Source: an optimization exercise on an open RTL-to-GDS flow (aim: small area, a short achievable clock period and few clock cycles per item). Production flows keep margins and buffers that such runs may drop.
Only simulation tests tie the RTL to the original design; equivalence was not proved.

==> ember: inputs <==
// mst_k_clustering_distance
module mst_k_clustering_distance
#(
  parameter int unsigned MAX_POINTS = 32,
  parameter int unsigned COORD_BITS = 16
) (
  input  logic                 clk_i,
  input  logic                 rst_ni,
  input  logic                 in_valid_i,
  output logic                 in_ready_o,
  input  logic [mkc_pkg::XW-1:0]        point_x_i,
  input  logic [mkc_pkg::XW-1:0]        point_y_i,
  input  logic                 last_point_i,
  output logic                 out_valid_o,
  input  logic                 out_ready_i,
  output logic [mkc_pkg::SQ_OUT_W-1:0]  squared_spacing_o,
  output logic [mkc_pkg::FIX_OUT_W-1:0] spacing_fixed_o,
  output logic                 bad_count_o,
  input  logic                 cfg_we_i,
  input  logic [mkc_pkg::KW-1:0]        cfg_data_i
);
  localparam int unsigned NL   = mkc_pkg::NL;
  localparam int unsigned XW   = mkc_pkg::XW;
  localparam int unsigned KEYW = mkc_pkg::KEYW;
  localparam int unsigned EW   = mkc_pkg::EW;
  localparam int unsigned KW   = mkc_pkg::KW;
  localparam int unsigned CW   = 6;                
  localparam int unsigned LW   = (NL > 1) ? $clog2(NL) : 1;
  localparam logic [KEYW-1:0] INF = '1;
  typedef enum logic [3:0] {
    ST_LOAD, ST_ISSUE, ST_W0, ST_W1, ST_W2, ST_WB1, ST_WB2, ST_SHIFT, ST_RES,
    ST_FIN1, ST_FIN2, ST_SELR
  } state_e;
  localparam int unsigned TK = 7;
  state_e          state_q;
  logic [KW-1:0]   k_q;
  logic [CW-1:0]   cnt_q;           
  logic            root_q;          
  logic [LW-1:0]   lp_q;            
  logic            in_v_q, in_last_q;
  logic [XW-1:0]   in_x_q, in_y_q;
  logic [KW-1:0]   kset_q;
  logic            round0_q;        
  logic            selm_q;          
  logic            dirmax_q;        
  logic [CW-1:0]   left_q;          
  logic [XW-1:0]   nx_q, ny_q;
  logic            np_ld_q;         
  logic            best_v_q;
  logic [EW-1:0]   best_q;
  logic            wpend_q;
  ...
make LEC_CHECK=0 ABC_CLOCK_PERIOD_IN_PS=3800 CAP_MARGIN=20 CORE_MARGIN=2 CORE_UTILIZATION=40 SETUP_SLACK_MARGIN=4.2 SLEW_MARGIN=20 finish   # period 8.0 ns
run.sh (not shown) runs the stock make flow with config.mk's settings and CLKGATE_MAP_FILE= SYNTH_SCRIPT=/design/flow/synth_recipe.tcl, a recipe that flattens the netlist after the stock synthesis.
==> lagoon: changes against ember <==
- SETUP_SLACK_MARGIN: 4.2 -> 4.0
==> comparison <==
Flip-flop and latch count is the same in lagoon and ember.
Against ember, the register-to-register slack of lagoon is higher by 60 ps.
In ember the clock skew is lower than in lagoon, by 19 ps.
Against lagoon, the sequential share of layout area of ember is lower by 0.98 points.
In synthesized area, lagoon and ember do not differ.
Of ember and lagoon, lagoon has the higher critical path depth (gap 1).
Testbench counts of ember, summed over its fixed seeds: cycles 37,022, sets 192.
Testbench counts of lagoon, summed over its fixed seeds: cycles 37,022, sets 192.

========
==> inputs of run a <==
Another version of the RTL of mst_k_clustering_distance (not shown whole).
Settings: LEC_CHECK=0, ABC_CLOCK_PERIOD_IN_PS=3800, CAP_MARGIN=20, CORE_MARGIN=2, CORE_UTILIZATION=40, CTS_BUF_LIST=sky130_fd_sc_hd__clkbuf_4 sky130_fd_sc_hd__clkbuf_8, SETUP_SLACK_MARGIN=4.3, SLEW_MARGIN=20; clock period 8.0 ns.
==> run b (differences from run a) <==
--- a/flow/config.mk
+++ b/flow/config.mk
@@ -11,4 +11,3 @@
 export CORE_UTILIZATION = 40
-export CTS_BUF_LIST = sky130_fd_sc_hd__clkbuf_4 sky130_fd_sc_hd__clkbuf_8
-export SETUP_SLACK_MARGIN = 4.3
+export SETUP_SLACK_MARGIN = 4.0
 export SLEW_MARGIN = 20
==> summary of the runs <==
- Run a completed with no timing, DRC or antenna violations. Run b ran to the end with no violations.
- Sequential share of layout area: run a is lower than run b (1.5 points).
- In sequential cell count, run a and run b do not differ.
- In run a the critical path depth is lower than in run b, by 1.
- Against run b, the clock skew of run a is higher by 3.5 ps.
- Against run a, the core utilization of run b is lower by 1.6 points.
- Die area is the same in run a and run b.
==> figures <==
                                                                                  run b           run a
Repair and plain buffers                                                            508             807
Worst hold slack                                                               305.2 ps        284.6 ps
Seq area share                                                                   45.27%          43.76%
Clock tree buffer count of the final layout                                         546             962
Weighted congestion reported at the end of routability-driven placement          0.9643          0.9588
Placed wire-length estimate                                                    394.2 mm        398.9 mm
Largest stage delay, worst path                                                  400 ps          420 ps
Number of buffers added by the clock tree synthesis step                            404             647
Clock network area share                                                         6.171%          5.920%
Routed met2 length                                                             267.1 mm        278.6 mm
Setup slack of the worst register-to-register path                              3970 ps         3890 ps
Multi-input gates                                                                 10200           10220
Proportion of cell area occupied by multi-input gates                            40.39%          40.52%
Status                                                                   finished clean  finished clean
Sequential Area                                                              101400 µm²      101500 µm²
Total number of H-tree levels                                                         5               6
Testbench counts of run a, summed over its fixed seeds: cycles 37,022, sets 192.
Testbench counts of run b, summed over its fixed seeds: cycles 37,022, sets 192.

[afterwards: timing with drivers on the ports]
The flow's constraints put no driver on any port. The routed layouts listed below were extracted and timed again, unchanged, in two steps.
Step 1 assumes that a clkbuf_16 drives the clock port and a buf_2 every other input.
Step 2 moves the port delays by t, midway between the first and last clock arrival at a register: inputs arrive t later, outputs are due t later. That takes back most of the time a late clock gives input paths.
a / b / c = ideal ports / drivers / drivers and shift; a / b = the first two.
| run | t, ns | slack for setup (ns) | latest minus earliest clock arrival (ns) | cell pins on the clock port's net |
|---|---|---|---|---|
| ember | 1.105 | 3.593 / 3.593 / 3.593 | 0.082 / 0.082 | 1 |
| lagoon | 1.105 | 3.652 / 3.652 / 3.652 | 0.106 / 0.106 | 1 |
| run a | 1.381 | 3.893 / 3.893 / 3.893 | 0.102 / 0.102 | 1 |
| run b | 1.103 | 3.967 / 3.967 / 3.967 | 0.097 / 0.097 | 1 |
After both steps every run listed still meets setup and hold.
